Background: an optimization exercise with open tools, aiming at small area. Do not read the settings as production practice. RTL that was checked went through simulation tests only; none was proved equivalent to the original. The RTL of run 1 was laid out without a check of its function. Power and IR drop assume default switching activity.

[design/flow/run.sh]
#!/bin/bash
# synth_recipe.tcl (not shown) runs the flow's synth.tcl, then flattens the netlist and writes it again
# the make line also repeats each setting of config.mk as NAME=value (left out here)
make -C /OpenROAD-flow-scripts/flow DESIGN_CONFIG=/design/flow/config.mk WORK_HOME=/design/flow/orfs CLKGATE_MAP_FILE= SYNTH_SCRIPT=/design/flow/synth_recipe.tcl finish
[design/flow/config.mk]
export PLATFORM = sky130hd
export DESIGN_NAME = gshare_btb_predictor
export DESIGN_NICKNAME = gshare_btb_predictor
export VERILOG_FILES = /design/flow/design.v
export SDC_FILE = /design/flow/constraint.sdc
export NUM_CORES = 4
export LEC_CHECK = 0
export CAP_MARGIN = 20
export CORE_MARGIN = 2
export CORE_UTILIZATION = 40
export CTS_BUF_LIST = sky130_fd_sc_hd__clkbuf_4 sky130_fd_sc_hd__clkbuf_8
export CTS_CLUSTER_SIZE = 30
export SETUP_SLACK_MARGIN = 0.3
export SLEW_MARGIN = 20
export SYNTH_HIERARCHICAL = 1
[design/flow/constraint.sdc]
create_clock -name core_clock -period 8.0 [get_ports {clk}]
set_input_delay 1.6000 -clock core_clock [delete_from_list [all_inputs] [get_ports {clk}]]
set_output_delay 1.6000 -clock core_clock [all_outputs]
set_load 0.01 [all_outputs]
[design/flow/design.v]
module gshare_btb_predictor #(
   parameter int HIST_LEN     = 5,
   parameter int BTB_IDX_BITS = 5
) (
   input  logic                clk,
   input  logic                reset,
   input  logic [31:0]         fetch_pc,
   input  logic                fetch_advance,
   output logic                pred_taken,
   output logic [31:0]         pred_next_pc,
   output logic [HIST_LEN-1:0] pred_hist,
   input  logic                upd_valid,
   input  logic [31:0]         upd_pc,
   input  logic                upd_is_branch,
   input  logic                upd_is_jump,
   input  logic                upd_taken,
   input  logic [31:0]         upd_target,
   input  logic [HIST_LEN-1:0] upd_hist,
   input  logic                upd_mispredict,
   output logic [31:0]         mispredict_cnt
);
   localparam int N  = 32;
   localparam int DW = 58;             
   logic ph;
   always_ff @(posedge clk) ph <= ~ph;
   logic [DW-1:0] bx  [N];             
   logic [N-1:0]  bv;                  
   logic [1:0]    px  [N];             
   logic [4:0]    ghr;
   logic [N-1:0] f_sel, fp_sel, u_sel, up_sel;
   logic [4:0]   f_pidx, u_pidx;
   assign f_pidx = fetch_pc[6:2] ^ ghr;
   assign u_pidx = upd_pc[6:2] ^ upd_hist;
   always_comb begin
      for (int i = 0; i < N; i++) begin
         f_sel[i]  = (fetch_pc[6:2] == i[4:0]);
         fp_sel[i] = (f_pidx == i[4:0]);
         u_sel[i]  = (upd_pc[6:2] == i[4:0]);
         up_sel[i] = (u_pidx == i[4:0]);
      end
   end
   localparam int RW = DW + 2;
   logic [RW-1:0] f_col [N];
   logic [RW-1:0] f_sl  [N];
   always_comb begin
      for (int i = 0; i < N; i++) begin
         f_col[i] = {px[i][1], bv[i], bx[i]};
         f_sl[i]  = {fp_sel[i], {(DW+1){f_sel[i]}}};
      end
   end
   logic [RW-1:0] f_grp [11];
   for (genvar g = 0; g < 10; g++) begin : g_rd
      for (genvar j = 0; j < RW; j++) begin : g_bit
         gbp_aoi222 u_aoi (
            .a0(f_col[3*g][j]),   .s0(f_sl[3*g][j]),
            .a1(f_col[3*g+1][j]), .s1(f_sl[3*g+1][j]),
            .a2(f_col[3*g+2][j]), .s2(f_sl[3*g+2][j]),
            .y (f_grp[g][j]));
      end
   end
   assign f_grp[10] = ~((f_col[30] & f_sl[30]) | (f_col[31] & f_sl[31]));
   logic [DW-1:0] f_rx, f_rd;
   logic          f_v, f_pbx, f_pb;
   always_comb begin
      logic [RW-1:0] acc;
      acc = '1;
      for (int g = 0; g < 11; g++) acc = acc & f_grp[g];
      {f_pbx, f_v, f_rx} = ~acc;
   end
   assign f_rd = f_rx ^ {DW{ph}};
   assign f_pb = f_pbx ^ ph;
   logic        f_hit, f_jump;
   logic [31:0] f_tgt;
   assign f_jump = f_rd[57];
   assign f_tgt  = f_rd[56:25];
   assign f_hit  = f_v && (f_rd[24:0] == fetch_pc[31:7]);
   assign pred_taken = f_hit && (f_jump || f_pb);
   logic [31:0] pc4;
   logic [31:2] pc_c;
   always_comb begin
      pc_c[2] = 1'b1;
      for (int i = 3; i < 32; i++) pc_c[i] = pc_c[i-1] & fetch_pc[i-1];
      pc4 = {fetch_pc[31:2] ^ pc_c[31:2], fetch_pc[1:0]};
   end
   assign pred_next_pc = pred_taken ? f_tgt : pc4;
   assign pred_hist    = ghr;
   logic          u_btb_wr, u_pht_wr;
   logic [DW-1:0] b_wd;
   assign u_btb_wr = upd_valid && (upd_is_jump || (upd_is_branch && upd_taken));
   assign u_pht_wr = upd_valid && upd_is_branch;
   assign b_wd     = u_btb_wr ? ({upd_is_jump, upd_target, upd_pc[31:7]} ^ {DW{ph}})
                              : {DW{1'b1}};
   for (genvar i = 0; i < N; i++) begin : g_btb
      logic a, b;
      assign a = u_btb_wr & u_sel[i];
      assign b = ~u_sel[i];
      logic [DW-1:0] nx;
      for (genvar j = 0; j < DW; j++) begin : g_bit
         gbp_o22ai u_c (.x(bx[i][j]), .a(a), .b(b), .d(b_wd[j]), .y(nx[j]));
      end
      always_ff @(posedge clk) begin
         bx[i] <= nx;
         bv[i] <= ~reset & (bv[i] | a);
      end
   end
   logic [1:0] u_cx, u_c, u_n, p_wd;
   always_comb begin
      u_cx = '0;
      for (int i = 0; i < N; i++) u_cx = u_cx | (px[i] & {2{up_sel[i]}});
   end
   assign u_c = u_cx ^ {2{ph}};
   always_comb begin
      u_n = u_c;
      if (upd_taken && u_c != 2'b11) u_n = u_c + 2'b01;
      else if (!upd_taken && u_c != 2'b00) u_n = u_c - 2'b01;
   end
   assign p_wd = reset    ? (2'b01 ^ {2{ph}}) :
                 u_pht_wr ? (u_n ^ {2{ph}}) : 2'b11;
   for (genvar i = 0; i < N; i++) begin : g_pht
      logic a, b;
      assign a = reset | (u_pht_wr & up_sel[i]);
      assign b = ~reset & ~up_sel[i];
      logic [1:0] nx;
      for (genvar j = 0; j < 2; j++) begin : g_bit
         gbp_o22ai u_c (.x(px[i][j]), .a(a), .b(b), .d(p_wd[j]), .y(nx[j]));
      end
      always_ff @(posedge clk)
         px[i] <= nx;
   end
   logic [4:0] ghr_next;
   always_comb begin
      ghr_next = ghr;
      if (upd_valid && upd_mispredict && upd_is_branch)
         ghr_next = {upd_hist[3:0], upd_taken};
      else if (upd_valid && upd_mispredict && upd_is_jump)
         ghr_next = upd_hist;
      else if (fetch_advance && f_hit && !f_jump)
         ghr_next = {ghr[3:0], pred_taken};
   end
   always_ff @(posedge clk) begin
      if (reset) ghr <= '0;
      else       ghr <= ghr_next;
   end
   logic        c_inc;
   logic [32:0] c_c;
   always_comb begin
      c_c[0] = 1'b1;
      for (int i = 1; i < 33; i++) c_c[i] = c_c[i-1] & mispredict_cnt[i-1];
   end
   assign c_inc = upd_valid && upd_mispredict && !c_c[32];
   always_ff @(posedge clk) begin
      if (reset) mispredict_cnt <= '0;
      else       mispredict_cnt <= mispredict_cnt ^ (c_c[31:0] & {32{c_inc}});
   end
   logic unused_ok;
   assign unused_ok = &{1'b0, fetch_pc[1:0], upd_pc[1:0]};
endmodule
module gbp_aoi222 (
   input  logic a0, s0, a1, s1, a2, s2,
   output logic y
);
   assign y = ~((a0 & s0) | (a1 & s1) | (a2 & s2));
endmodule
module gbp_o22ai (
   input  logic x, a, b, d,
   output logic y
);
   assign y = ~((x | a) & (b | d));
endmodule
==> results of run 1 <==
## critical path, delay by kind of cell
family / cells / cell delay, ns
adders and majority gates: 28 / 4.50
buffers and inverters: 2 / 0.24
and+or+nand+nor: 1 / 0.20
AOI/OAI and AO/OA: 1 / 0.04
xor gates and xnor gates: 1 / 0.15
## modules after synthesis (local to each module, per instance)
module	times used	cells inside	cell area (µm²)
gshare_btb_predictor	1	3303	47700
gbp_o22ai	1920	1	6.26
gbp_aoi222	600	1	10.0
## cell families (layout without fill, tap and decap cells)
kind of cell	count (synthesis)	count (layout)	synth area share
mux	44	44	0.00729
other cells	0	9	0
simple gates	793	794	0.0579
fa+ha+maj	34	34	0.00647
xor+xnor	145	145	0.0193
buf+inv	95	1227	0.00626
flops	1990	1990	0.606
compound gates	2722	2722	0.296
## stage by stage
step	cells	worst slack [ns]	area (µm²)	setup TNS (ns)	total power, mW
CTS	9105	-0.318	81800	-5.73	25.1
floorplan	5823	0.244	66100	0	14.6
global route	9135	-0.440	82300	-5.40	26.1
finish	9140	-0.352	82300	-4.08	25.2
detailed placement	8555	-1.06	74900	-18.74	15.8
global placement	8551	-1.07	74800	-17.70	15.6
## cells in the mapped netlist, types with 4 or more instances
master    number  area share
nand4_1      143       0.014
mux2i_1       13      0.0020
xor2_1        32      0.0043
a22o_1        17      0.0023
nor4_1         5     0.00048
o22ai_1     1921        0.18
xnor2_1      113       0.015
nor2_1       240       0.014
a21oi_1       54      0.0041
nand3_1       35      0.0027
nor3_1        37      0.0028
clkbuf_1      56      0.0032
a21boi_0       4     0.00046
mux2_2         4     0.00069
or3_1         57      0.0054
buf_6          6      0.0010
nor2b_1       11      0.0010
and3_1         5     0.00048
dfxtp_1     1990        0.61
and3b_1        4     0.00053
a222oi_1     601       0.092
a31oi_1        4     0.00038
buf_1          9     0.00051
a22oi_1       26      0.0030
nand2b_1      15      0.0014
inv_1         16     0.00091
buf_2          8     0.00061
mux2_1        27      0.0046
a221oi_1      39      0.0052
ha_1          34      0.0065
and2_1         8     0.00076
nand2_1      211       0.012
o21ai_0       19      0.0014
and4_1         7     0.00093
## sequential cells by signal (all words and copies together) (netlist names)
name and count:
px 64, bv 32, mispredict_cnt 32, ph 1, ghr 5, bx 1856
## final timing paths
kind | slack [ns] | endpoint
max | -0.35 | pred_next_pc[31]
min | 0.44 | px[20][0]$_DFF_P_
max reg2reg | 4.02 | ghr[4]$_SDFFE_PP0P_
min reg2reg | 0.44 | px[20][0]$_DFF_P_
## area by class of cell
class / count / share of cell area
diodes: 9 / 0.000274
clock buffers: 506 / 0.0789
clock inverters: 44 / 0.00493
inverters: 16 / 0.000730
multi-input cells: 3739 / 0.324
flip-flops and latches: 1990 / 0.484
well taps: 2175 / 0.0331
repair buffers: 661 / 0.0740
## timing repair
item / 4_1_cts / 5_1_grt
pin swaps: 14 / 23
setup endpoints to repair: 33 / 33
endpoints found under the hold margin: 0 / 0
cloned: 0 / 2
buffers inserted: 0 / 21
resized for setup: 54 / 25
## per-layer routing
layer  global-route usage  wire length [µm]  vias up
met2                0.485            122000     5070
met4                0.174             16800        8
met1                0.434            112000    31900
met5               0.0115               317        -
li1                     -                 -    27000
met3                0.117             42200     1067
## power groups by stage
stage / logic, mW / clock network [mW] / registers, mW
after floorplan: 1.75 / 0 / 12.9
after global placement: 2.54 / 0 / 13.1
after detailed placement: 2.64 / 0 / 13.2
after CTS: 2.65 / 9.48 / 13.0
after global routing: 2.93 / 9.94 / 13.2
final: 2.74 / 9.45 / 13.0
==> run_results.csv, run 1 <==
group,metric,value,unit
routing,firstDrtPassIters,13,
global_routing,grt_antenna_before_repair,11,
sta,rsz_0062_raised_after_global_routing,"yes",
yosys,synth.yosys.warnings,17,
sta,timing_worst_slew_pin_value,1.32,ns
power_and_ir_drop,net_sw_frac,0.261,
global_routing,via_count_of_the_first_global_routing_pass,62000,
clock_network,tritoncts,"yes",
global_routing,groute.usage.overall,0.334,
routing,postRouteAntennaNets,0,
layout,final_common_cell,"dfxtp_1",
yosys,post_synth_instance_area,0.0657,mm²
yosys,netlist_instances,5823,
routing,drt_drc_violations_left,0,
sta,hold_ws,0.443,ns
worst_setup_path,path_max_fanout,2,
layout,final_core_util,0.505,
power_and_ir_drop,p_int,18.6,mW
layout,most-common-layout-cells,"dfxtp_1, o22ai_1, a222oi_1",
yosys,yosys.cell_types.count,67,
clock_network,clkTransAtPathRegs,0.05,ns
layout,finalNetCount,6881,
yosys,ys_seq_elements,1990,
yosys,synth_edf_count,0,
sta,timing.final.hold_violations,0,
layout,area.sequential,0.0398,mm²
clock_network,clock_sink_count,1990,
yosys,synth.avg_cell_area,11.3,µm²
hold_path,min_path_type,"flip-flop to flip-flop",
power_and_ir_drop,peakVddDrop,194,µV
power_and_ir_drop,power_per_cell_area,306,mW/mm²
hold_path,worstHoldStart,"px[20][0]$_DFF_P_",
worst_setup_path,number_of_cells_traversed_by_the_worst_register_to_register_path,12,
power_and_ir_drop,leakage,30.3,nW
worst_setup_path,cp-start-kind,"input port",
sta,post-route-period-util,1.04,
power_and_ir_drop,total_switching_power,6.56,mW
yosys,postSynth.topFlopCell,"dfxtp_1",
placed_design,detailedPlacementHpwl,171,mm
yosys,synth_sequential_area_ratio,0.606,
sta,fmaxAchievable,120,MHz
die,start_util,0.403,
die,floorplan.die.width,409,µm
sta,final.setup_skew,0.0909,ns
routing,initialDrtViolationCount,11200,
power_and_ir_drop,power_frac_clock,0.375,
worst_setup_path,crit_type,"input port to output pin",
routing,post_drt_wl_per_cell,32.1,µm
worst_setup_path,worst_r2r_startpoint,"bx[3][6]$_DFF_P_",
yosys,synth_nets,5966,
power_and_ir_drop,power_share_of_the_sequential_group,0.516,
die,std_cell_rows,148,
layout,multi_input_comb_area,0.0266,mm²
worst_setup_path,worstPathArrival,6.75,ns
sta,setup_viol,21,
worst_setup_path,cp_common_cell,"ha_4",
sta,slew_headroom,0.117,
layout,post_route_cells_drive_above_1_share,0.177,
power_and_ir_drop,combPwrFrac,0.109,
worst_setup_path,crit_path_start,"fetch_pc[3]",
placed_design,place.gp.congestion,0.906,
worst_setup_path,crit_path_end_kind,"output pin",
job,maxCapViolCount,0,
sta,finalWorstSetupSlack,-0.352,ns
clock_network,numCtsBuffers,330,
layout,synthToLayoutAreaGrowth,25.2,%
placed_design,io_buffers,176,
routing,totalWireLength,294,mm
clock_network,post_cts_hold_buffers,0,
clock_network,ctsHtreeMaxLevel,5,
routing,num_vias,65000,
die,design.portCount,179,
global_routing,grt_max_degree,60,
die,die_height,409,µm
layout,fill_cells,14600,
global_routing,overflow,0,
clock_network,root_buffer,"clkbuf_8",
sta,finalCriticalPeriod,8.35,ns
outcome,outcome,"failed layout checks",
global_routing,global_route_wire_length_before_repair,422,mm
yosys,ys_async_sr_fraction,0,
worst_setup_path,max_stage_delay,0.25,ns
die,dieArea,0.168,mm²
die,design.core.area,0.163,mm²
outcome,failed_layout_checks,"negative setup slack",
routing,viasPerCell,7.11,
sta,final-max-slew-violation-count,0,
hold_path,worst_hold_path.num_cells,1,
worst_setup_path,cp.required,6.40,ns
worst_setup_path,critPathSlowestCell,"ha_4",
clock_network,cts_max_path_bufs,4,
clock_network,worst_skew_late_latency,1.06,ns
==> run 2, diff against run 1 <==
--- a/design/flow/design.v
+++ b/design/flow/design.v
@@ -73,13 +73,13 @@
    logic [31:0] f_tgt;
    assign f_jump = f_rd[57];
    assign f_tgt  = f_rd[56:25];
-   assign f_hit  = f_v && (f_rd[24:0] == fetch_pc[31:7]);
+   assign f_hit  = f_v && (f_rx[24:0] == (fetch_pc[31:7] ^ {25{ph}}));
    assign pred_taken = f_hit && (f_jump || f_pb);
    logic [31:0] pc4;
    logic [31:2] pc_c;
    always_comb begin
       pc_c[2] = 1'b1;
-      for (int i = 3; i < 32; i++) pc_c[i] = pc_c[i-1] & fetch_pc[i-1];
+      for (int i = 3; i < 32; i++) pc_c[i] = &(fetch_pc[31:2] | ~({30{1'b1}} >> (32 - i)));
       pc4 = {fetch_pc[31:2] ^ pc_c[31:2], fetch_pc[1:0]};
    end
    assign pred_next_pc = pred_taken ? f_tgt : pc4;
==> design/flow/flow/run.sh (new file) <==
#!/bin/bash
# Layout flow: the standard synthesis and ORFS steps, with a leaner clock
# tree (no dummy loads) and smaller port buffers. Each step's output goes to a
# log file of its own in the work folder.
set -euo pipefail

# Standard synthesis, unchanged.
bash standard.sh synth > flow_synth.log 2>&1

# Port buffers: one per port as usual, but the smallest buffer cell.
export BUFFER_PORTS_ARGS="-buffer_cell sky130_fd_sc_hd__buf_1"
# Clock tree: ORFS's default call, without dummy loads.
export CTS_ARGS="-sink_clustering_enable -repair_clock_nets -dont_use_dummy_load"

bash standard.sh floorplan > flow_floorplan.log 2>&1
bash standard.sh place > flow_place.log 2>&1
bash standard.sh cts > flow_cts.log 2>&1
bash standard.sh finish > flow_finish.log 2>&1
==> design/flow/standard.sh (new file) <==
#!/bin/bash
# synth_recipe.tcl (not shown) runs the flow's synth.tcl, then flattens the netlist and writes it again
# the make line also repeats each setting of config.mk as NAME=value (left out here)
make -C /OpenROAD-flow-scripts/flow DESIGN_CONFIG=/design/flow/config.mk WORK_HOME=/design/flow/orfs CLKGATE_MAP_FILE= SYNTH_SCRIPT=/design/flow/synth_recipe.tcl "${@:-finish}"
--- a/design/flow/config.mk
+++ b/design/flow/config.mk
@@ -8,8 +8,6 @@
 export CAP_MARGIN = 20
 export CORE_MARGIN = 2
 export CORE_UTILIZATION = 40
-export CTS_BUF_LIST = sky130_fd_sc_hd__clkbuf_4 sky130_fd_sc_hd__clkbuf_8
-export CTS_CLUSTER_SIZE = 30
 export SETUP_SLACK_MARGIN = 0.3
 export SLEW_MARGIN = 20
 export SYNTH_HIERARCHICAL = 1
removed: design/flow/run.sh
==> run 2 against run 1 <==
  * Now clean on timing, DRC and antenna
  * Highest routed layer unchanged
  * Fmax is 9.0% higher
  * Largest power group unchanged
  * Utilization is 2.4 points lower
  * Hold slack worse by 0.0030 ns
  * Critical endpoint is now pred_next_pc[4]
==> run_results.csv, run 2 <==
group,metric,value,unit
worst_setup_path,timing.critical_path.cells,"clkbuf_4, or2_4, buf_8, nor2_2, buf_4, a222oi_1, nand4_1, a2111oi_2, buf_4, a21oi_1, o22ai_2, nor4_2, buf_4, and3_4, nand2_2, nor3_4, buf_4, buf_4, mux2_1, buf_1",
power_and_ir_drop,power_per_cell_area,301,mW/mm²
global_routing,overflow,0,
layout,post_route_cells_drive_above_1_share,0.118,
sta,fmaxAchievable,131,MHz
yosys,synth.yosys.warnings,17,
clock_network,post_cts_hold_buffers,0,
layout,largest_register_ff_count,1856,
placed_design,place.gp.congestion,0.961,
routing,viasPerCell,7.25,
yosys,synthTopCellsByCount,"dfxtp_1, o22ai_1, a222oi_1, nor2_1, nand2_1",
die,floorplan.die.width,409,µm
power_and_ir_drop,combPwrFrac,0.116,
sta,final.setup_skew,0.0841,ns
layout,final_common_cell,"dfxtp_1",
die,die_height,409,µm
power_and_ir_drop,peakVddDrop,229,µV
die,start_util,0.403,
worst_setup_path,worstPathArrival,6.06,ns
placed_design,detailedPlacementHpwl,171,mm
die,std_cell_rows,148,
power_and_ir_drop,leakage,27.4,nW
sta,timing_worst_slew_pin_value,1.30,ns
sta,post-route-period-util,0.957,
yosys,yosys.cell_types.count,67,
clock_network,clock_sink_count,1990,
routing,firstDrtPassIters,12,
hold_path,min_path_type,"flip-flop to flip-flop",
worst_setup_path,crit_path_end_kind,"output pin",
yosys,ys_async_sr_fraction,0,
routing,route.met2.wl,117,mm
power_and_ir_drop,power_frac_clock,0.329,
routing,wl_met1,112,mm
sta,hold_ws,0.440,ns
clock_network,numCtsBuffers,193,
sta,slew_headroom,0.132,
worst_setup_path,cp_top_family,"simple AND/OR/NAND/NOR gates",
routing,met3RoutedLength,41.8,mm
worst_setup_path,crit_type,"input port to output pin",
routing,num_vias,63000,
die,design.core.area,0.163,mm²
sta,finalCriticalPeriod,7.66,ns
sta,final-max-slew-violation-count,0,
routing,post_drt_wl_per_cell,33.1,µm
clock_network,clkTransAtPathRegs,0.06,ns
power_and_ir_drop,net_sw_frac,0.259,
layout,reg.largest.list,"bx: 1856 flops, px: 64 flops",
routing,drt_drc_violations_left,0,
routing,postRouteAntennaNets,0,
yosys,yosys.cell_count.top_type,"dfxtp_1",
yosys,synth_top_area_share,0.607,
worst_setup_path,cp-start-kind,"input port",
global_routing,groute.usage.overall,0.325,
global_routing,grt_antenna_before_repair,9,
global_routing,via_count_of_the_first_global_routing_pass,59200,
job,maxCapViolCount,0,
layout,post-route-cell-area,0.0783,mm²
die,dieArea,0.167,mm²
power_and_ir_drop,power_share_of_the_sequential_group,0.555,
placed_design,placement.cell_area,0.0724,mm²
yosys,synth.avg_cell_area,11.2,µm²
layout,finalNetCount,6631,
yosys,ys_seq_elements,1990,
die,design.portCount,179,
layout,synthToLayoutAreaGrowth,19.3,%
yosys,yosys-top-cells-area,"dfxtp_1, o22ai_1, a222oi_1",
placed_design,io_buffers,176,
yosys,synth_edf_count,0,
layout,most-common-layout-cells,"dfxtp_1, o22ai_1, a222oi_1",
routing,totalWireLength,287,mm
clock_network,root_buffer,"clkbuf_16",
yosys,synth_nets,5964,
routing,initialDrtViolationCount,10900,
clock_network,tritoncts,"yes",
yosys,synth_sequential_area_ratio,0.607,
worst_setup_path,max_stage_delay,0.96,ns
routing,topRoutingLayerUsed,"met5",
worst_setup_path,cp.required,6.40,ns
yosys,postSynth.topFlopCell,"dfxtp_1",
worst_setup_path,critPathSlowestCell,"nor2_2",
global_routing,global_route_wire_length_before_repair,409,mm
worst_setup_path,path_max_fanout,10,
worst_setup_path,timing.critical_path.buf_inv,8,
clock_network,ctsHtreeMaxLevel,4,
layout,fill_cells,14900,
power_and_ir_drop,total_switching_power,6.12,mW
power_and_ir_drop,p_int,17.5,mW
yosys,post_synth_instance_area,0.0657,mm²
yosys,synthDominantAreaCellType,"dfxtp_1",
worst_setup_path,cp_common_cell,"buf_4",
yosys,netlist_instances,5843,
outcome,outcome,"timing/DRC/antenna clean",
sta,setup_viol,0,
sta,timing.final.hold_violations,0,
clock_network,worst_skew_late_latency,0.84,ns
layout,largest_register_by_flop_count,"bx",
sta,rsz_0062_raised_after_global_routing,"no",
global_routing,grt_max_degree,80,
clock_network,cts_max_path_bufs,3,
-- run 2: layout make-up --
cell class / instances / area (µm²) / area share
clock buffers: 193 / 4830 / 0.0617
diodes: 3 / 7.51 / 0.0000959
repair buffers: 551 / 4310 / 0.0550
inverters: 18 / 71.3 / 0.000911
multi-input cells: 3756 / 26500 / 0.339
flip-flops and latches: 1990 / 39800 / 0.509
well taps: 2175 / 2720 / 0.0348
-- run 2: cells by family after synthesis --
logic type,share of synthesized area
AOI/OAI and AO/OA,0.297
DFF,0.607
and+or+nand+nor,0.0571
xor gates and xnor gates,0.0245
buffers and inverters,0.00644
muxes,0.00625
adders and majority gates,0.00229
-- run 2: what timing repair did --
| item | CTS | global route |
|---|---|---|
| gates cloned | 4 | 4 |
| setup endpoints to repair | 32 | 32 |
| pin swaps | 6 | 46 |
| resized for setup | 21 | 81 |
| endpoints found under the hold margin | 0 | 0 |
| buffers inserted | 0 | 48 |
-- run 2: metrics by stage --
stage	TNS, ns	utilization	cells	setup WS (ns)	power (mW)
5_1_grt	0	0.480	8684	0.258	24.4
6_report	0	0.481	8686	0.341	23.6
4_1_cts	0	0.474	8625	0.302	23.5
2_1_floorplan	0	-	5843	0.605	14.7
3_3_place_gp	-1.27	0.443	8421	-0.104	15.7
3_5_place_dp	-0.134	0.444	8428	-0.0332	15.9
-- run 2: final timing paths --
check | endpoint | slack [ns] | from | cells after the start
hold / removal | bx[30][35]$_DFF_P_ | 0.44 | bx[30][35]$_DFF_P_ | 1
setup reg to reg | ghr[4]$_SDFFE_PP0P_ | 3.75 | ph$_DFF_P_ | 8
setup / recovery | pred_next_pc[4] | 0.34 | fetch_pc[4] | 20
hold reg to reg | bx[30][35]$_DFF_P_ | 0.44 | bx[30][35]$_DFF_P_ | 1
-- run 2: per-module statistics from Yosys, one instance, submodules excluded --
module,flip-flops and latches,area [µm²],cells inside
gbp_o22ai,0,6.26,1
gbp_aoi222,0,10.0,1
gshare_btb_predictor,1990,47600,3323
-- run 2: power groups by stage --
stage | combinational, mW | clock [mW] | sequential (mW)
2_1_floorplan | 1.76 | 0 | 13.0
3_3_place_gp | 2.49 | 0 | 13.2
3_5_place_dp | 2.60 | 0 | 13.2
4_1_cts | 2.61 | 7.79 | 13.1
5_1_grt | 2.91 | 8.16 | 13.3
6_report | 2.73 | 7.75 | 13.1
-- run 2: layer usage --
layer	vias to the layer above	track usage
met5	-	0.00632
met4	10	0.170
met3	765	0.113
met2	4652	0.460
met1	31300	0.434
li1	26300	-
==> run 3, diff against run 2 <==
--- a/design/flow/flow/run.sh
+++ b/design/flow/flow/run.sh
@@ -10,7 +10,7 @@
 # Port buffers: one per port as usual, but the smallest buffer cell.
 export BUFFER_PORTS_ARGS="-buffer_cell sky130_fd_sc_hd__buf_1"
 # Clock tree: ORFS's default call, without dummy loads.
-export CTS_ARGS="-sink_clustering_enable -repair_clock_nets -dont_use_dummy_load"
+export CTS_ARGS="-sink_clustering_enable -repair_clock_nets -dont_use_dummy_load -sink_clustering_size 25 -sink_clustering_max_diameter 100"
 
 bash standard.sh floorplan > flow_floorplan.log 2>&1
 bash standard.sh place > flow_place.log 2>&1
--- a/design/flow/config.mk
+++ b/design/flow/config.mk
@@ -7,7 +7,7 @@
 export LEC_CHECK = 0
 export CAP_MARGIN = 20
 export CORE_MARGIN = 2
-export CORE_UTILIZATION = 40
+export CORE_UTILIZATION = 60
 export SETUP_SLACK_MARGIN = 0.3
 export SLEW_MARGIN = 20
 export SYNTH_HIERARCHICAL = 1
==> run 3 against run 2 <==
  * Still clean on timing, DRC and antenna
  * Combinational power hardly changed
  * Wire length is 4.4% lower
  * Synthesized area stayed put
  * Flip-flop and latch count stayed put
  * Utilization is 20 points higher
  * Sequential power hardly changed
  * Synthesized cell count stayed put
  * Fmax is 1.7% lower
  * Hold slack better by 0.0063 ns
  * Cell count is 11% lower
  * Total power is 12% lower
==> run_results.csv, run 3 <==
group,metric,value,unit
routing,postRouteAntennaNets,0,
sta,final.setup_skew,0.0487,ns
global_routing,global_route_wire_length_before_repair,392,mm
worst_setup_path,cp.required,6.40,ns
worst_setup_path,worstPathArrival,6.19,ns
worst_setup_path,path_max_fanout,9,
worst_setup_path,crit_type,"input port to output pin",
outcome,outcome,"timing/DRC/antenna clean",
die,dieArea,0.112,mm²
yosys,ys_async_sr_fraction,0,
die,floorplan.die.width,335,µm
layout,most-common-layout-cells,"dfxtp_1, o22ai_1, a222oi_1",
power_and_ir_drop,peakVddDrop,228,µV
routing,post_drt_wl_per_cell,35.4,µm
clock_network,tritoncts,"yes",
global_routing,groute.usage.overall,0.467,
clock_network,worst_skew_late_latency,0.72,ns
placed_design,io_buffers,176,
power_and_ir_drop,finalPower,20.8,mW
yosys,yosys.cell_types.count,67,
layout,finalNetCount,6456,
routing,num_vias,62600,
sta,finalWorstSetupSlack,0.207,ns
job,maxCapViolCount,0,
global_routing,grt_max_degree,64,
yosys,netlist_instances,5843,
worst_setup_path,timing.critical_path.buf_inv,6,
yosys,post_synth_instance_area,0.0657,mm²
layout,largest_register_by_flop_count,"bx",
placed_design,detailedPlacementHpwl,161,mm
sta,slew_headroom,0.138,
global_routing,grt_antenna_before_repair,14,
sta,timing_worst_slew_pin_value,1.29,ns
placed_design,place_ws,-0.0559,ns
clock_network,cts_max_path_bufs,3,
layout,reg.largest.list,"bx: 1856 flops, px: 64 flops",
yosys,synth_top_area_share,0.607,
clock_network,numCtsBuffers,89,
hold_path,min_path_type,"flip-flop to flip-flop",
yosys,synth_nets,5964,
routing,totalWireLength,275,mm
power_and_ir_drop,power_per_cell_area,281,mW/mm²
layout,synthToLayoutAreaGrowth,12.9,%
yosys,yosys-top-cells-area,"dfxtp_1, o22ai_1, a222oi_1",
worst_setup_path,critPathSlowestCell,"or4bb_4",
sta,final-max-slew-violation-count,0,
yosys,synth.avg_cell_area,11.2,µm²
layout,largest_register_ff_count,1856,
die,die_height,335,µm
worst_setup_path,cp-start-kind,"input port",
routing,firstDrtPassIters,14,
sta,fmaxAchievable,128,MHz
sta,setup_viol,0,
sta,timing.final.hold_violations,0,
sta,rsz_0062_raised_after_global_routing,"no",
worst_setup_path,cp_top_family,"simple AND/OR/NAND/NOR gates",
die,start_util,0.604,
placed_design,place.gp.congestion,1.02,
clock_network,root_buffer,"clkbuf_16",
yosys,synth_edf_count,0,
worst_setup_path,max_stage_delay,0.61,ns
yosys,ys_seq_elements,1990,
yosys,synth.yosys.warnings,17,
layout,post-route-cell-area,0.0741,mm²
sta,finalCriticalPeriod,7.79,ns
worst_setup_path,crit_path_end_kind,"output pin",
placed_design,placed_cells_incl_taps,7620,
yosys,synthTopCellsByCount,"dfxtp_1, o22ai_1, a222oi_1, nor2_1, nand2_1",
layout,layoutNonFillerInstCount,7758,
layout,post_route_cells_drive_above_1_share,0.0933,
clock_network,ctsHtreeMaxLevel,3,
die,design.portCount,179,
clock_network,post_cts_hold_buffers,0,
clock_network,clkTransAtPathRegs,0.09,ns
sta,post-route-period-util,0.974,
placed_design,placement.cell_area,0.0710,mm²
yosys,postSynth.topFlopCell,"dfxtp_1",
die,std_cell_rows,121,
global_routing,via_count_of_the_first_global_routing_pass,57900,
worst_setup_path,timing.critical_path.cells,"buf_6, ha_4, nand2_4, nor2_4, buf_4, a222oi_1, nand4_1, a2111oi_4, buf_4, a21oi_2, a2111oi_2, o2111ai_1, or4bb_4, nor3_4, buf_6, buf_12, mux2i_1, buf_1",
yosys,synthDominantAreaCellType,"dfxtp_1",
clock_network,clock_sink_count,1990,
global_routing,overflow,0,
routing,initialDrtViolationCount,11700,
sta,timing.setup.tns,0,ns
die,design.core.area,0.109,mm²
yosys,synth_sequential_area_ratio,0.607,
layout,final_common_cell,"dfxtp_1",
power_and_ir_drop,leakage,25.8,nW
routing,drt_drc_violations_left,0,
routing,viasPerCell,8.06,
yosys,yosys.cell_count.top_type,"dfxtp_1",
## run 3: cell counts after synthesis
Identical to the previous run, type by type.
## run 3: logic make-up after synthesis
kind of cell / count (synthesis) / share of synthesized area
compound gates: 2719 / 0.297
xor+xnor: 184 / 0.0245
fa+ha+maj: 12 / 0.00229
buf+inv: 103 / 0.00644
flops: 1990 / 0.607
mux: 40 / 0.00625
simple gates: 795 / 0.0571
## run 3: layout make-up
cell class | instances | area [µm²]
multi-input cells | 3750 | 26500
flip-flops and latches | 1990 | 39800
diodes | 11 | 27.5
repair buffers | 486 | 3720
inverters | 18 | 70.1
fillers | 8491 | 34600
well taps | 1414 | 1770
clock buffers | 89 | 2230
## run 3: power breakdown
group / switching [mW] / internal [mW] / leakage [nW]
logic: 1.46 / 1.27 / 7.44
clock network: 3.05 / 2.00 / 1.10
registers: 1.10 / 12.0 / 17.2
## run 3: routing by layer
layer  track usage  part of all wire  vias up
met4         0.278             0.070       26
met3         0.171              0.16      976
met2         0.641              0.40     5014
li1              -                 -    25900
met1         0.626              0.37    30600
met5        0.0265            0.0037        -
## run 3: modules after synthesis (local to each module, per instance)
module / flops+latches / cell area (µm²) / copies in the design / cells
gbp_o22ai: 0 / 6.26 / 1920 / 1
gshare_btb_predictor: 1990 / 47600 / 1 / 3323
gbp_aoi222: 0 / 10.0 / 600 / 1
## run 3: through the flow
stage / utilization / hold WS (ns)
finish: 0.682 / 0.446
global route: 0.682 / 0.455
CTS: 0.674 / 0.446
detailed placement: 0.653 / 0.433
global placement: 0.653 / 0.425
floorplan: - / 0.413
## run 3: worst reg2reg max path, stage by stage (launching register included)
cell and delay, ns:
dfxtp_4 0.69, buf_4 0.62, xor2_1 0.39, a21oi_2 0.12, a2111oi_2 0.34, o2111ai_1 0.20, nor4bb_1 0.42, nand4_1 0.41
or3_1 0.44, a22o_1 0.18
## run 3: final timing paths
| kind | start | to | slack (ns) | cells after the start |
|---|---|---|---|---|
| worst max-delay path | fetch_pc[3] | pred_next_pc[14] | 0.21 | 18 |
| worst min-delay path | bx[30][42]$_DFF_P_ | bx[30][42]$_DFF_P_ | 0.45 | 1 |
| worst max register to register | ph$_DFF_P_ | ghr[4]$_SDFFE_PP0P_ | 4.09 | 9 |
| worst min register to register | bx[30][42]$_DFF_P_ | bx[30][42]$_DFF_P_ | 0.45 | 1 |
## run 3: timing repair
item | in CTS | in global routing
endpoints found under the setup margin | 32 | 32
hold endpoints to repair | 0 | 0
pin swaps | 4 | 35
buffers inserted | 1 | 28
cloned | 0 | 5
gates resized for setup | 23 | 75
==> run 4, diff against run 3 <==
==> design/flow/config.mk (replaced) <==
export PLATFORM = sky130hd
export DESIGN_NAME = gshare_btb_predictor
export DESIGN_NICKNAME = gshare_btb_predictor
export VERILOG_FILES = /design/flow/design.v
export SDC_FILE = /design/flow/constraint.sdc
export NUM_CORES = 4
export LEC_CHECK = 0
export CAP_MARGIN = 10
export CORE_MARGIN = 2
export CORE_UTILIZATION = 70
export SETUP_SLACK_MARGIN = 0.3
export SLEW_MARGIN = 10
export SYNTH_HIERARCHICAL = 1
==> run 4 against run 3 <==
  * Now fails the layout checks on max-capacitance violations, max-slew violations
  * Fmax hardly changed
  * Total power about the same
  * Synthesized area unchanged
  * Via count grew 2.3%
  * Combinational power is essentially flat
  * Global-route usage grew 5.8 points
  * Non-clock buffer count down 12
  * Sequential share of layout area is 0.36 points higher
  * Sequential power barely moved
==> run_results.csv, run 4 <==
group,metric,value,unit
layout,final_core_util,0.790,
yosys,postSynth.topFlopCell,"dfxtp_1",
sta,timing.setup.tns,0,ns
global_routing,global_route_wire_length_before_repair,380,mm
yosys,synth_edf_count,0,
placed_design,detailedPlacementHpwl,154,mm
yosys,yosys.cell_count.top_type,"dfxtp_1",
global_routing,via_count_of_the_first_global_routing_pass,59400,
clock_network,tritoncts,"yes",
placed_design,place_ws,-0.104,ns
sta,fmaxAchievable,128,MHz
sta,rsz_0062_raised_after_global_routing,"yes",
placed_design,place.gp.congestion,1.04,
routing,viasPerCell,8.44,
worst_setup_path,crit_path_start,"fetch_pc[4]",
layout,largest_register_by_flop_count,"bx",
layout,post-route-cell-area,0.0736,mm²
sta,finalWorstSetupSlack,0.202,ns
power_and_ir_drop,finalPower,20.8,mW
global_routing,grt_max_degree,77,
sta,hold_ws,0.444,ns
worst_setup_path,crit_path_end_kind,"output pin",
hold_path,hold-path-endpoint,"bx[30][14]$_DFF_P_",
hold_path,worstHoldStart,"bx[30][14]$_DFF_P_",
yosys,synthTopCellsByCount,"dfxtp_1, o22ai_1, a222oi_1, nor2_1, nand2_1",
power_and_ir_drop,power_per_cell_area,283,mW/mm²
routing,post_drt_wl_per_cell,34.7,µm
yosys,synth_nets,5964,
sta,final-max-slew-violation-count,37,
die,design.core.area,0.0932,mm²
placed_design,io_buffers,176,
yosys,yosys.cell_types.count,67,
routing,initialDrtViolationCount,13900,
clock_network,numCtsBuffers,89,
die,design.portCount,179,
worst_setup_path,cp.required,6.40,ns
clock_network,post_cts_hold_buffers,0,
worst_setup_path,number_of_cells_traversed_by_the_worst_register_to_register_path,10,
sta,post-route-period-util,0.975,
clock_network,cts_max_path_bufs,3,
sta,final.setup_skew,0.0700,ns
yosys,synth_top_area_share,0.607,
yosys,post_synth_instance_area,0.0657,mm²
yosys,ys_seq_elements,1990,
clock_network,clkTransAtPathRegs,0.10,ns
outcome,outcome,"failed layout checks",
yosys,synthDominantAreaCellType,"dfxtp_1",
yosys,synth_sequential_area_ratio,0.607,
routing,firstDrtPassIters,14,
worst_setup_path,worstPathArrival,6.20,ns
die,dieArea,0.0963,mm²
layout,finalNetCount,6446,
yosys,yosys-top-cells-area,"dfxtp_1, o22ai_1, a222oi_1",
clock_network,worst_skew_late_latency,0.73,ns
outcome,failed_layout_checks,"max-capacitance violations, max-slew violations",
worst_setup_path,worst_r2r_startpoint,"ph$_DFF_P_",
die,std_cell_rows,112,
global_routing,grt_antenna_before_repair,13,
yosys,ys_async_sr_fraction,0,
sta,timing.final.hold_violations,0,
layout,largest_register_ff_count,1856,
clock_network,ctsHtreeMaxLevel,3,
global_routing,groute.usage.overall,0.525,
die,floorplan.die.width,310,µm
layout,synthToLayoutAreaGrowth,12.2,%
layout,fill_cells,6136,
worst_setup_path,crit-reg2reg-capture,"px[5][0]$_DFF_P_",
hold_path,min_path_type,"flip-flop to flip-flop",
power_and_ir_drop,peakVddDrop,241,µV
worst_setup_path,path_max_fanout,11,
routing,num_vias,64000,
placed_design,placement.cell_area,0.0704,mm²
die,die_height,310,µm
worst_setup_path,crit_type,"input port to output pin",
sta,slew_headroom,-0.0428,
clock_network,clock_sink_count,1990,
layout,post_route_cells_drive_above_1_share,0.0903,
placed_design,placed_cells_incl_taps,7441,
routing,postRouteAntennaNets,0,
worst_setup_path,rrSetupSlack,3.96,ns
power_and_ir_drop,leakage,25.7,nW
routing,drt_drc_violations_left,0,
routing,totalWireLength,264,mm
yosys,synth.yosys.warnings,17,
layout,most-common-layout-cells,"dfxtp_1, o22ai_1, a222oi_1",
die,start_util,0.704,
layout,reg.largest.list,"bx: 1856 flops, px: 64 flops",
worst_setup_path,cp-start-kind,"input port",
sta,setup_viol,0,
global_routing,overflow,0,
sta,finalCriticalPeriod,7.80,ns
clock_network,root_buffer,"clkbuf_16",
yosys,synth.avg_cell_area,11.2,µm²
layout,final_common_cell,"dfxtp_1",
sta,timing_worst_slew_pin_value,1.55,ns
yosys,netlist_instances,5843,
layout,layoutNonFillerInstCount,7591,
job,maxCapViolCount,3,
hold_path,worst_hold_path.num_cells,1,
[run 4: cell count changes in the layout (fill, tap and decap cells not counted), sizes merged]
cell | previous run | this run
diode | 11 | 14
dlymetal6s2s | 0 | 1
buf | 477 | 463
nor2 | 236 | 238
clkinvlp | 0 | 1
inv | 18 | 17
clkbuf | 98 | 99
[run 4: critical path, stage by stage]
cell and delay (ns):
buf_2 0.17, or2_4 0.36, buf_4 0.17, nor2_4 0.55, buf_4 0.36, a222oi_1 0.13
nand4_1 0.35, nor2_1 0.14, and3_1 0.22, a2111oi_4 0.20, o2111ai_2 0.18, or4bb_4 0.59
nor3_4 0.25, buf_12 0.18, buf_12 0.18, buf_12 0.13, mux2i_2 0.22, buf_2 0.18
[run 4: logic make-up (layout without fill, tap and decap cells)]
family                   after synthesis  in the layout  share of synthesized area
flip-flops                          1990           1990                      0.607
buffers and inverters                103            581                    0.00644
other                                  0             14                          0
AND/OR/NAND/NOR                      795            797                     0.0571
XOR/XNOR                             184            184                     0.0245
adder cells (fa/ha/maj)               12             12                    0.00229
AO/OA/AOI/OAI                       2719           2719                      0.297
multiplexers                          40             40                    0.00625
[run 4: timing repair]
| action | CTS | global route |
|---|---|---|
| pin swaps | 5 | 31 |
| setup buffers | 2 | 32 |
| resized for setup | 28 | 102 |
| cloned | 1 | 3 |
| endpoints found under the setup margin | 32 | 32 |
[run 4: metal layers]
layer | part of all wire | track usage | routed length, µm
met1 | 0.34 | 0.673 | 90200
met4 | 0.081 | 0.339 | 21400
met3 | 0.18 | 0.241 | 47800
met2 | 0.39 | 0.709 | 104000
met5 | 0.0022 | 0.0238 | 580
[run 4: how the worst max path moves through the flow]
stage | depth (start not counted) | slack, ns | end
final | 18 | 0.20 | pred_next_pc[23]
after global routing | 20 | 0.07 | pred_next_pc[22]
after CTS | 22 | 0.31 | pred_next_pc[15]
after detailed placement | 17 | -0.10 | pred_next_pc[3]
after global placement | 18 | -0.1 | pred_next_pc[3]
after floorplan | 15 | 0.61 | pred_next_pc[10]
[run 4: modules after synthesis (local to each module, per instance)]
module                times used  flip-flops and latches
gshare_btb_predictor           1                    1990
gbp_o22ai                   1920                       0
gbp_aoi222                   600                       0
[run 4: power by group]
| group | internal (mW) | switching, mW | total [mW] |
|---|---|---|---|
| clock network | 2.00 | 3.00 | 5.00 |
| logic | 1.26 | 1.48 | 2.74 |
| registers | 12.0 | 1.14 | 13.1 |
[run 4: cell type report]
cell class,count,area (µm²),area share
clock buffers,89,2230,0.0302
multi-input cells,3752,26400,0.358
well taps,1254,1570,0.0213
flip-flops and latches,1990,39800,0.541
diodes,14,35.0,0.000476
inverters,18,71.3,0.000968
repair buffers,474,3520,0.0477
==> run 5, diff against run 4 <==
--- a/design/flow/design.v
+++ b/design/flow/design.v
@@ -22,7 +22,7 @@
    localparam int N  = 32;
    localparam int DW = 58;             
    logic ph;
-   always_ff @(posedge clk) ph <= ~ph;
+   always_ff @(posedge clk) ph <= ~reset & ~ph;
    logic [DW-1:0] bx  [N];             
    logic [N-1:0]  bv;                  
    logic [1:0]    px  [N];             
@@ -114,7 +114,7 @@
       if (upd_taken && u_c != 2'b11) u_n = u_c + 2'b01;
       else if (!upd_taken && u_c != 2'b00) u_n = u_c - 2'b01;
    end
-   assign p_wd = reset    ? (2'b01 ^ {2{ph}}) :
+   assign p_wd = reset    ? 2'b10 :
                  u_pht_wr ? (u_n ^ {2{ph}}) : 2'b11;
    for (genvar i = 0; i < N; i++) begin : g_pht
       logic a, b;
==> design/flow/config.mk (replaced) <==
export PLATFORM = sky130hd
export DESIGN_NAME = gshare_btb_predictor
export DESIGN_NICKNAME = gshare_btb_predictor
export VERILOG_FILES = /design/flow/design.v
export SDC_FILE = /design/flow/constraint.sdc
export NUM_CORES = 4
export LEC_CHECK = 0
export CAP_MARGIN = 20
export CORE_MARGIN = 2
export CORE_UTILIZATION = 60
export SETUP_SLACK_MARGIN = 0.3
export SLEW_MARGIN = 20
export SYNTH_HIERARCHICAL = 1
==> run 5 against run 4 <==
  * Now clean on timing, DRC and antenna
  * Final area increased by 0.12%
  * Synthesized cell count increased by 0.43%
  * Critical endpoint is now pred_next_pc[5]
  * Highest routed layer unchanged
  * Worst setup slack improved by 0.045 ns
  * Critical path type unchanged
  * Sequential share of layout area decreased by 0.065 points
  * Critical path depth increased by 4
==> run_results.csv, run 5 <==
group,metric,value,unit
sta,timing.setup.tns,0,ns
yosys,netlist_instances,5868,
placed_design,io_buffers,176,
yosys,synth.avg_cell_area,11.2,µm²
routing,initialDrtViolationCount,11000,
layout,post-route-cell-area,0.0737,mm²
placed_design,detailedPlacementHpwl,158,mm
yosys,synthTopCellsByCount,"dfxtp_1, o22ai_1, a222oi_1, nand2_1, nor2_1",
die,dieArea,0.112,mm²
routing,post_drt_wl_per_cell,34.3,µm
global_routing,global_route_wire_length_before_repair,382,mm
routing,num_vias,62400,
clock_network,numCtsBuffers,90,
yosys,synth.yosys.warnings,17,
routing,firstDrtPassIters,14,
worst_setup_path,worstPathArrival,6.15,ns
layout,layoutNonFillerInstCount,7758,
global_routing,grt_antenna_before_repair,8,
yosys,post_synth_instance_area,0.0658,mm²
yosys,ys_seq_elements,1990,
clock_network,cts_max_path_bufs,3,
yosys,postSynth.topFlopCell,"dfxtp_1",
sta,final-max-slew-violation-count,0,
power_and_ir_drop,p_int,15.4,mW
sta,timing.final.hold_violations,0,
outcome,outcome,"timing/DRC/antenna clean",
clock_network,ctsHtreeMaxLevel,3,
power_and_ir_drop,total_switching_power,5.81,mW
die,die_height,335,µm
routing,viasPerCell,8.05,
worst_setup_path,cp-start-kind,"input port",
yosys,yosys.cell_types.count,72,
yosys,yosys.cell_count.top_type,"dfxtp_1",
layout,fill_cells,8533,
die,std_cell_rows,121,
job,maxCapViolCount,0,
worst_setup_path,worst_r2r_startpoint,"ph$_DFF_P_",
power_and_ir_drop,combPwrFrac,0.140,
placed_design,placement.cell_area,0.0709,mm²
layout,final_common_cell,"dfxtp_1",
power_and_ir_drop,net_sw_frac,0.273,
sta,fmaxAchievable,129,MHz
clock_network,clkTransAtPathRegs,0.09,ns
sta,rsz_0062_raised_after_global_routing,"no",
sta,slew_headroom,0.184,
placed_design,place.gp.congestion,0.981,
clock_network,clock_sink_count,1990,
die,design.portCount,179,
global_routing,groute.usage.overall,0.452,
hold_path,min_path_type,"flip-flop to flip-flop",
global_routing,via_count_of_the_first_global_routing_pass,57500,
layout,most-common-layout-cells,"dfxtp_1, o22ai_1, a222oi_1",
yosys,yosys-top-cells-area,"dfxtp_1, o22ai_1, a222oi_1",
die,floorplan.die.width,335,µm
routing,drt_drc_violations_left,0,
worst_setup_path,critPathSlowestCell,"nor2_4",
hold_path,worstHoldStart,"bx[25][22]$_DFF_P_",
yosys,synthDominantAreaCellType,"dfxtp_1",
sta,finalCriticalPeriod,7.75,ns
worst_setup_path,crit_path_end_kind,"output pin",
worst_setup_path,crit_type,"input port to output pin",
worst_setup_path,timing.critical_path.cells,"clkbuf_2, inv_1, ha_1, nand2_2, nor2_4, buf_4, a222oi_1, nand2_1, a2111oi_2, buf_4, nand2_1, buf_4, o221ai_1, mux2i_1, nand4_1, nor3_4, buf_4, buf_12, nor2_1, a21oi_1, buf_4, buf_1",
sta,timing_worst_slew_pin_value,1.22,ns
power_and_ir_drop,power_frac_clock,0.239,
worst_setup_path,timing.critical_path.buf_inv,9,
yosys,synth_nets,5989,
routing,totalWireLength,266,mm
global_routing,overflow,0,
layout,largest_register_ff_count,1856,
power_and_ir_drop,peakVddDrop,214,µV
worst_setup_path,max_stage_delay,0.75,ns
die,design.core.area,0.109,mm²
global_routing,grt_max_degree,60,
yosys,synth_edf_count,0,
power_and_ir_drop,power_per_cell_area,288,mW/mm²
layout,finalNetCount,6459,
layout,synthToLayoutAreaGrowth,12.0,%
sta,final.setup_skew,0.0702,ns
power_and_ir_drop,leakage,26.0,nW
placed_design,placed_cells_incl_taps,7641,
worst_setup_path,path_max_fanout,20,
layout,largest_register_by_flop_count,"bx",
sta,setup_viol,0,
worst_setup_path,cp_top_family,"simple AND/OR/NAND/NOR gates",
yosys,synth_top_area_share,0.605,
yosys,synth_sequential_area_ratio,0.605,
layout,post_route_cells_drive_above_1_share,0.0909,
layout,reg.largest.list,"bx: 1856 flops, px: 64 flops",
worst_setup_path,cp.required,6.40,ns
die,start_util,0.605,
routing,postRouteAntennaNets,0,
power_and_ir_drop,power_share_of_the_sequential_group,0.621,
clock_network,tritoncts,"yes",
clock_network,worst_skew_late_latency,0.73,ns
worst_setup_path,cp_common_cell,"buf_4",
yosys,ys_async_sr_fraction,0,
clock_network,root_buffer,"clkbuf_16",
worst_setup_path,crit_path_start,"fetch_pc[3]",
sta,post-route-period-util,0.969,
sta,hold_ws,0.448,ns
clock_network,post_cts_hold_buffers,0,
run 5: modules after synthesis (local to each module, per instance):
| module | times used | cell area (µm²) |
|---|---|---|
| gbp_aoi222 | 600 | 10.0 |
| gshare_btb_predictor | 1 | 47800 |
| gbp_o22ai | 1920 | 6.26 |
run 5: what timing repair did:
item,in CTS,in global routing
pin swaps,1,17
endpoints found under the setup margin,32,33
resized for setup,11,35
gates cloned,0,2
buffers inserted,1,11
run 5: worst paths after layout:
check / to / slack [ns] / depth (start not counted)
worst max-delay path: pred_next_pc[5] / 0.25 / 22
worst max register to register: ghr[0]$_SDFFE_PP0P_ / 3.69 / 11
worst min-delay path: bx[25][22]$_DFF_P_ / 0.45 / 1
worst min register to register: bx[25][22]$_DFF_P_ / 0.45 / 1
run 5: cells by family after synthesis:
kind of cell             Yosys count  share of synthesized area
AO/OA/AOI/OAI                   2762                      0.300
XOR/XNOR                         179                     0.0242
adder cells (fa/ha/maj)           12                    0.00228
buffers and inverters            106                    0.00701
flip-flops                      1990                      0.605
multiplexers                      24                    0.00414
AND/OR/NAND/NOR                  795                     0.0571
run 5: power groups by stage:
stage	clock network, mW	registers, mW	logic, mW
4_1_cts	5.05	13.2	2.84
6_report	5.07	13.2	2.98
2_1_floorplan	0	13.1	1.94
3_3_place_gp	0	13.3	2.71
3_5_place_dp	0	13.4	2.84
5_1_grt	5.38	13.4	3.16
run 5: layout make-up:
type,instances,area (µm²),area share
flip-flops and latches,1990,39800,0.540
multi-input cells,3772,26600,0.360
repair buffers,463,3220,0.0436
clock buffers,90,2250,0.0305
well taps,1414,1770,0.0240
inverters,21,78.8,0.00107
diodes,8,20.0,0.000272
run 5: metal layers:
| metal | track usage | share of wire | vias up |
|---|---|---|---|
| met1 | 0.623 | 0.38 | 30600 |
| met4 | 0.223 | 0.053 | 4 |
| met5 | 0 | 0.00096 | - |
| met2 | 0.629 | 0.40 | 5007 |
| met3 | 0.157 | 0.16 | 809 |
| li1 | - | - | 26000 |
run 5: worst reg2reg max path, cell delays in order, from the launching register on:
cell      delay, ns
dfxtp_4        0.91
buf_4          0.95
xor2_1         0.30
a21oi_1        0.08
nand2b_1       0.16
nor4_2         0.35
buf_4          0.18
nand4_1        0.19
buf_4          0.22
nor4_2         0.50
nor2_1         0.10
o41ai_2        0.28
run 5: through the flow:
| stage | total power, mW | utilization | worst slack [ns] |
|---|---|---|---|
| floorplan | 15.0 | - | 0.310 |
| global placement | 16.0 | 0.652 | 0.145 |
| detailed placement | 16.2 | 0.652 | 0.124 |
| CTS | 21.1 | 0.673 | 0.302 |
| global route | 22.0 | 0.677 | 0.255 |
| finish | 21.3 | 0.677 | 0.247 |
==> run 6, diff against run 5 <==
--- a/design/flow/config.mk
+++ b/design/flow/config.mk
@@ -8,6 +8,7 @@
 export CAP_MARGIN = 20
 export CORE_MARGIN = 2
 export CORE_UTILIZATION = 60
+export PLACE_DENSITY = 0.8
 export SETUP_SLACK_MARGIN = 0.3
 export SLEW_MARGIN = 20
 export SYNTH_HIERARCHICAL = 1
==> run 6 against run 5 <==
  * Clock skew is 0.0050 ns lower
  * First-iteration DRC count is 24% higher
  * Utilization is 0.11 points higher
  * Synthesized area stayed put
  * Total power is 0.11% lower
  * Synthesized cell count stayed put
==> run_results.csv, run 6 <==
group,metric,value,unit
outcome,outcome,"timing/DRC/antenna clean",
yosys,synth_top_area_share,0.605,
routing,drt_drc_violations_left,0,
routing,num_vias,64200,
power_and_ir_drop,power_per_cell_area,288,mW/mm²
yosys,synth.avg_cell_area,11.2,µm²
sta,setup_viol,0,
routing,firstDrtPassIters,14,
layout,post_route_cells_drive_above_1_share,0.0939,
clock_network,root_buffer,"clkbuf_16",
die,die_height,335,µm
yosys,synth_xor_xnor_area_share,0.0242,
job,maxCapViolCount,0,
layout,reg.largest.list,"bx: 1856 flops, px: 64 flops",
worst_setup_path,worstPathArrival,6.07,ns
placed_design,detailedPlacementHpwl,158,mm
placed_design,place.gp.congestion,1.01,
worst_setup_path,number_of_cells_traversed_by_the_worst_register_to_register_path,9,
layout,most-common-layout-cells,"dfxtp_1, o22ai_1, a222oi_1",
die,start_util,0.605,
clock_network,post_cts_hold_buffers,0,
routing,viasPerCell,8.25,
yosys,synthDominantAreaCellType,"dfxtp_1",
sta,timing.final.hold_violations,0,
sta,timing.setup.tns,0,ns
hold_path,min_path_type,"flip-flop to flip-flop",
sta,final.setup_skew,0.0652,ns
worst_setup_path,cp.required,6.40,ns
die,design.portCount,179,
worst_setup_path,cp-start-kind,"input port",
sta,final-max-slew-violation-count,0,
yosys,ys_seq_elements,1990,
yosys,synthTopCellsByCount,"dfxtp_1, o22ai_1, a222oi_1, nand2_1, nor2_1",
yosys,ys_async_sr_fraction,0,
worst_setup_path,rrSetupSlack,3.65,ns
sta,finalCriticalPeriod,7.67,ns
routing,post_drt_wl_per_cell,34.8,µm
placed_design,io_buffers,176,
sta,fmaxAchievable,130,MHz
clock_network,clock_sink_count,1990,
global_routing,groute.usage.overall,0.462,
layout,largest_register_by_flop_count,"bx",
sta,slew_headroom,0.144,
yosys,synth_edf_count,0,
clock_network,ctsHtreeMaxLevel,3,
die,floorplan.die.width,335,µm
power_and_ir_drop,peakVddDrop,171,µV
layout,finalNetCount,6484,
die,std_cell_rows,121,
global_routing,global_route_wire_length_before_repair,390,mm
yosys,netlist_instances,5868,
layout,largest_register_ff_count,1856,
yosys,yosys.cell_types.count,72,
sta,timing_worst_slew_pin_value,1.28,ns
sta,post-route-period-util,0.958,
worst_setup_path,crit_type,"input port to output pin",
global_routing,via_count_of_the_first_global_routing_pass,60600,
clock_network,tritoncts,"yes",
yosys,yosys.cell_count.top_type,"dfxtp_1",
yosys,synth_top_family_by_area,"compound AO/OA/AOI/OAI gates",
clock_network,worst_skew_late_latency,0.76,ns
power_and_ir_drop,leakage,26.1,nW
routing,totalWireLength,271,mm
yosys,postSynth.topFlopCell,"dfxtp_1",
yosys,synth_compound_gate_area_share,0.300,
hold_path,worst_hold_path.num_cells,1,
routing,postRouteAntennaNets,0,
routing,initialDrtViolationCount,13700,
worst_setup_path,path_max_fanout,20,
yosys,post_synth_instance_area,0.0658,mm²
yosys,yosys-top-cells-area,"dfxtp_1, o22ai_1, a222oi_1",
layout,final_core_util,0.678,
yosys,synth_nets,5989,
yosys,synth_fa_ha_area_frac,0.00228,
global_routing,grt_antenna_before_repair,12,
worst_setup_path,crit_path_end_kind,"output pin",
layout,final_common_cell,"dfxtp_1",
yosys,synth_mux_area_frac,0.00414,
yosys,synth_sequential_area_ratio,0.605,
sta,rsz_0062_raised_after_global_routing,"no",
global_routing,grt_max_degree,107,
clock_network,numCtsBuffers,89,
yosys,synth.yosys.warnings,17,
die,dieArea,0.112,mm²
global_routing,overflow,0,
layout,synthToLayoutAreaGrowth,12.2,%
clock_network,clkTransAtPathRegs,0.07,ns
yosys,post_synth_and_or_nand_nor_area_fraction,0.0571,
clock_network,cts_max_path_bufs,3,
die,design.core.area,0.109,mm²
run 6: cell counts after synthesis:
Identical to the previous run, type by type.
run 6: what timing repair did:
| item | 4_1_cts | 5_1_grt |
|---|---|---|
| setup endpoints to repair | 30 | 33 |
| buffers inserted | 0 | 16 |
| pin swaps | 0 | 23 |
| gates resized for setup | 8 | 37 |
| cloned | 0 | 0 |
run 6: layout make-up:
type                            count  area [µm²]
Sequential cell                  1990       39800
Fill cell                        8105       35000
Multi-Input combinational cell   3772       26600
Timing Repair Buffer              489        3370
Clock buffer                       89        2230
Tap cell                         1414        1770
Inverter                           21        78.8
Antenna cell                        5        12.5
run 6: critical path, cell delays in order:
cell       delay [ns]
buf_2            0.18
inv_1            0.10
ha_1             0.24
nand2_2          0.17
nor2_4           0.86
buf_4            0.35
a222oi_1         0.11
nand4_1          0.15
a2111oi_0        0.09
buf_4            0.21
a2111oi_0        0.37
and4_1           0.29
nand4_2          0.21
nor4_4           0.39
buf_12           0.19
nand2_1          0.07
o21ai_1          0.09
buf_4            0.19
buf_1            0.17
run 6: logic make-up (layout without fill, tap and decap cells):
kind of cell    after synthesis  count (layout)
compound gates             2762            2762
flops                      1990            1990
simple gates                795             795
xor+xnor                    179             179
buf+inv                     106             599
mux                          24              24
fa+ha+maj                    12              12
other cells                   0               5
run 6: modules after synthesis, one instance, submodules excluded:
module	cells	flip-flops and latches
gshare_btb_predictor	3348	1990
gbp_o22ai	1	0
gbp_aoi222	1	0
run 6: per-stage QoR:
step	hold slack, ns	std cells	worst slack [ns]	instance area, µm²	power, mW
after floorplan	0.413	5868	0.310	65800	15.0
after global placement	0.425	7655	0.168	70900	15.9
after detailed placement	0.433	7663	0.148	71100	16.2
after CTS	0.446	7752	0.323	73300	20.9
after global routing	0.458	7775	0.232	73800	21.9
final	0.445	7780	0.334	73900	21.2
run 6: final timing paths:
check	startpoint	end
hold / removal	bx[26][32]$_DFF_P_	bx[26][32]$_DFF_P_
setup reg to reg	ph$_DFF_P_	ghr[0]$_SDFFE_PP0P_
setup / recovery	fetch_pc[2]	pred_next_pc[8]
hold reg to reg	bx[26][32]$_DFF_P_	bx[26][32]$_DFF_P_
run 6: metal layers:
metal,track usage,routed length [µm]
met2,0.643,107000
met5,0.0256,717
met1,0.565,91500
met3,0.223,50400
met4,0.297,20900
run 6: report_power, final:
group / internal, mW / switching, mW
clock: 1.99 / 3.04
sequential: 12.1 / 1.18
combinational: 1.35 / 1.61
==> run 7, diff against run 6 <==
--- a/design/flow/design.v
+++ b/design/flow/design.v
@@ -88,8 +88,14 @@
    logic [DW-1:0] b_wd;
    assign u_btb_wr = upd_valid && (upd_is_jump || (upd_is_branch && upd_taken));
    assign u_pht_wr = upd_valid && upd_is_branch;
-   assign b_wd     = u_btb_wr ? ({upd_is_jump, upd_target, upd_pc[31:7]} ^ {DW{ph}})
-                              : {DW{1'b1}};
+   logic          w_p1, w_p0;
+   logic [DW-1:0] b_wv;
+   assign b_wv = {upd_is_jump, upd_target, upd_pc[31:7]};
+   assign w_p1 = u_btb_wr & ph;
+   assign w_p0 = u_btb_wr & ~ph;
+   for (genvar j = 0; j < DW; j++) begin : g_wd
+      gbp_mux2i u_wd (.s(b_wv[j]), .a0(w_p0), .a1(w_p1), .y(b_wd[j]));
+   end
    for (genvar i = 0; i < N; i++) begin : g_btb
       logic a, b;
       assign a = u_btb_wr & u_sel[i];
@@ -167,3 +173,9 @@
 );
    assign y = ~((x | a) & (b | d));
 endmodule
+module gbp_mux2i (
+   input  logic s, a0, a1,
+   output logic y
+);
+   assign y = ~(s ? a1 : a0);
+endmodule
--- a/design/flow/config.mk
+++ b/design/flow/config.mk
@@ -8,7 +8,6 @@
 export CAP_MARGIN = 20
 export CORE_MARGIN = 2
 export CORE_UTILIZATION = 60
-export PLACE_DENSITY = 0.8
 export SETUP_SLACK_MARGIN = 0.3
 export SLEW_MARGIN = 20
 export SYNTH_HIERARCHICAL = 1
==> run 7 against run 6 <==
  * Wire length shrank 0.37%
  * Utilization up 0.51 points
  * Non-clock buffer count decreased by 36
  * Flip-flop and latch count unchanged
==> run_results.csv, run 7 <==
group,metric,value,unit
die,std_cell_rows,121,
placed_design,placement.cell_area,0.0710,mm²
clock_network,tritoncts,"yes",
yosys,yosys-top-cells-area,"dfxtp_1, o22ai_1, a222oi_1",
die,design.portCount,179,
routing,totalWireLength,270,mm
placed_design,place_ws,-0.204,ns
worst_setup_path,cp_num_cells,19,
global_routing,grt_antenna_before_repair,8,
layout,largest_register_by_flop_count,"bx",
yosys,netlist_instances,5796,
yosys,synth.avg_cell_area,11.3,µm²
worst_setup_path,crit_path_start,"fetch_pc[2]",
routing,drt_drc_violations_left,0,
layout,post-route-cell-area,0.0743,mm²
die,floorplan.die.width,335,µm
hold_path,min_path_type,"flip-flop to flip-flop",
worst_setup_path,timing.critical_path.cells,"buf_1, buf_6, inv_1, ha_1, buf_4, nand2_8, nor2_4, a222oi_1, nand4_1, a2111o_1, or3_1, a22o_1, o32ai_2, and4b_1, and4_4, buf_12, mux2i_4, buf_4, clkbuf_2",
clock_network,clock_sink_count,1990,
worst_setup_path,rrSetupSlack,4.23,ns
global_routing,grt_max_degree,66,
sta,timing.setup.tns,0,ns
global_routing,global_route_wire_length_before_repair,387,mm
worst_setup_path,timing.critical_path.to,"pred_next_pc[2]",
clock_network,clkTransAtPathRegs,0.10,ns
power_and_ir_drop,peakVddDrop,242,µV
worst_setup_path,cp_top_family,"simple AND/OR/NAND/NOR gates",
routing,num_vias,62500,
job,maxCapViolCount,0,
yosys,postSynth.topFlopCell,"dfxtp_1",
routing,viasPerCell,8.11,
routing,postRouteAntennaNets,0,
yosys,synth_top_family_by_area,"compound AO/OA/AOI/OAI gates",
yosys,yosys.cell_types.count,76,
power_and_ir_drop,total_switching_power,5.78,mW
yosys,synth_top_area_share,0.606,
power_and_ir_drop,net_sw_frac,0.273,
yosys,synth_compound_gate_area_share,0.302,
layout,largest_register_ff_count,1856,
yosys,synth_xor_xnor_area_share,0.0167,
placed_design,place.gp.congestion,1.01,
global_routing,groute.usage.overall,0.460,
layout,synthToLayoutAreaGrowth,13.1,%
yosys,ys_async_sr_fraction,0,
sta,timing.final.hold_violations,0,
worst_setup_path,cp-start-kind,"input port",
clock_network,ctsHtreeMaxLevel,3,
sta,finalCriticalPeriod,7.73,ns
layout,most-common-layout-cells,"dfxtp_1, o22ai_1, a222oi_1",
worst_setup_path,cp.required,6.40,ns
worst_setup_path,number_of_cells_traversed_by_the_worst_register_to_register_path,12,
worst_setup_path,crit-reg2reg-capture,"ghr[0]$_SDFFE_PP0P_",
sta,timing_worst_slew_pin_value,1.33,ns
clock_network,numCtsBuffers,89,
outcome,outcome,"timing/DRC/antenna clean",
yosys,synth.yosys.warnings,17,
clock_network,root_buffer,"clkbuf_16",
layout,final_core_util,0.684,
power_and_ir_drop,leakage,26.0,nW
yosys,ys_seq_elements,1990,
worst_setup_path,worst_r2r_startpoint,"bx[3][24]$_DFF_P_",
sta,rsz_0062_raised_after_global_routing,"no",
worst_setup_path,path_max_fanout,20,
routing,initialDrtViolationCount,11300,
layout,reg.largest.list,"bx: 1856 flops, px: 64 flops",
power_and_ir_drop,power_share_of_the_sequential_group,0.622,
sta,fmaxAchievable,129,MHz
power_and_ir_drop,power_frac_clock,0.238,
sta,setup_viol,0,
worst_setup_path,worstPathArrival,6.13,ns
layout,final_common_cell,"dfxtp_1",
-- run 7: final cells by class --
cell class                      count  area, µm²
Sequential cell                  1990      39800
Multi-Input combinational cell   3736      27100
Tap cell                         1414       1770
Antenna cell                       10       25.0
Clock buffer                       89       2230
Timing Repair Buffer              453       3250
Fill cell                        8477      34400
Inverter                           18       67.6
-- run 7: stage by stage --
| step | std cells | hold slack, ns |
|---|---|---|
| final | 7710 | 0.446 |
| after detailed placement | 7553 | 0.429 |
| after global placement | 7550 | 0.422 |
| after global routing | 7703 | 0.453 |
| after CTS | 7651 | 0.442 |
| after floorplan | 5796 | 0.413 |
-- run 7: power by group through the flow --
| stage | Combinational [mW] | Clock, mW | Sequential (mW) |
|---|---|---|---|
| finish | 2.98 | 5.04 | 13.2 |
| global route | 3.15 | 5.38 | 13.4 |
| CTS | 2.79 | 5.03 | 13.1 |
| detailed placement | 2.78 | 0 | 13.3 |
| global placement | 2.65 | 0 | 13.3 |
| floorplan | 1.89 | 0 | 13.1 |
-- run 7: how the worst min path moves through the flow --
stage,cells past startpoint,to,startpoint
3_3_place_gp,1,bx[30][22]$_DFF_P_,bx[30][22]$_DFF_P_
4_1_cts,1,bx[30][22]$_DFF_P_,bx[30][22]$_DFF_P_
5_1_grt,1,bx[30][14]$_DFF_P_,bx[30][14]$_DFF_P_
6_report,1,bx[30][22]$_DFF_P_,bx[30][22]$_DFF_P_
2_1_floorplan,1,bx[30][22]$_DFF_P_,bx[30][22]$_DFF_P_
3_5_place_dp,1,bx[30][22]$_DFF_P_,bx[30][22]$_DFF_P_
-- run 7: repair_timing --
action / 4_1_cts / 5_1_grt
cloned: 2 / 6
hold buffers: 0 / 0
gates resized for setup: 15 / 31
pin swaps: 9 / 32
endpoints found under the setup margin: 33 / 33
setup buffers: 7 / 19
-- run 7: cells by family (layout without fill, tap and decap cells) --
family,Yosys count,in the layout
AOI/OAI and AO/OA,2758,2758
adders and majority gates,12,12
buffers and inverters,78,560
xor gates and xnor gates,120,120
other,0,10
and+or+nand+nor,756,764
DFF,1990,1990
muxes,82,82
-- run 7: modules after synthesis, one instance, submodules excluded --
| module | area, µm² | cells inside | flops+latches |
|---|---|---|---|
| gbp_o22ai | 6.26 | 1 | 0 |
| gshare_btb_predictor | 47100 | 3218 | 1990 |
| gbp_mux2i | 10.0 | 1 | 0 |
| gbp_aoi222 | 10.0 | 1 | 0 |
-- run 7: metal layers --
| layer | part of all wire | track usage |
|---|---|---|
| met1 | 0.37 | 0.614 |
| met2 | 0.40 | 0.635 |
| met3 | 0.16 | 0.156 |
| met4 | 0.076 | 0.287 |
| met5 | 0.00090 | 0.0117 |

Check on run 7: ideal ports give 0.270 ns setup slack; a clkbuf_16 on the clock port and buf_2 on the inputs give 0.242 ns; moving port delays by the midpoint clock arrival (0.772 ns) as well gives 0.242 ns.
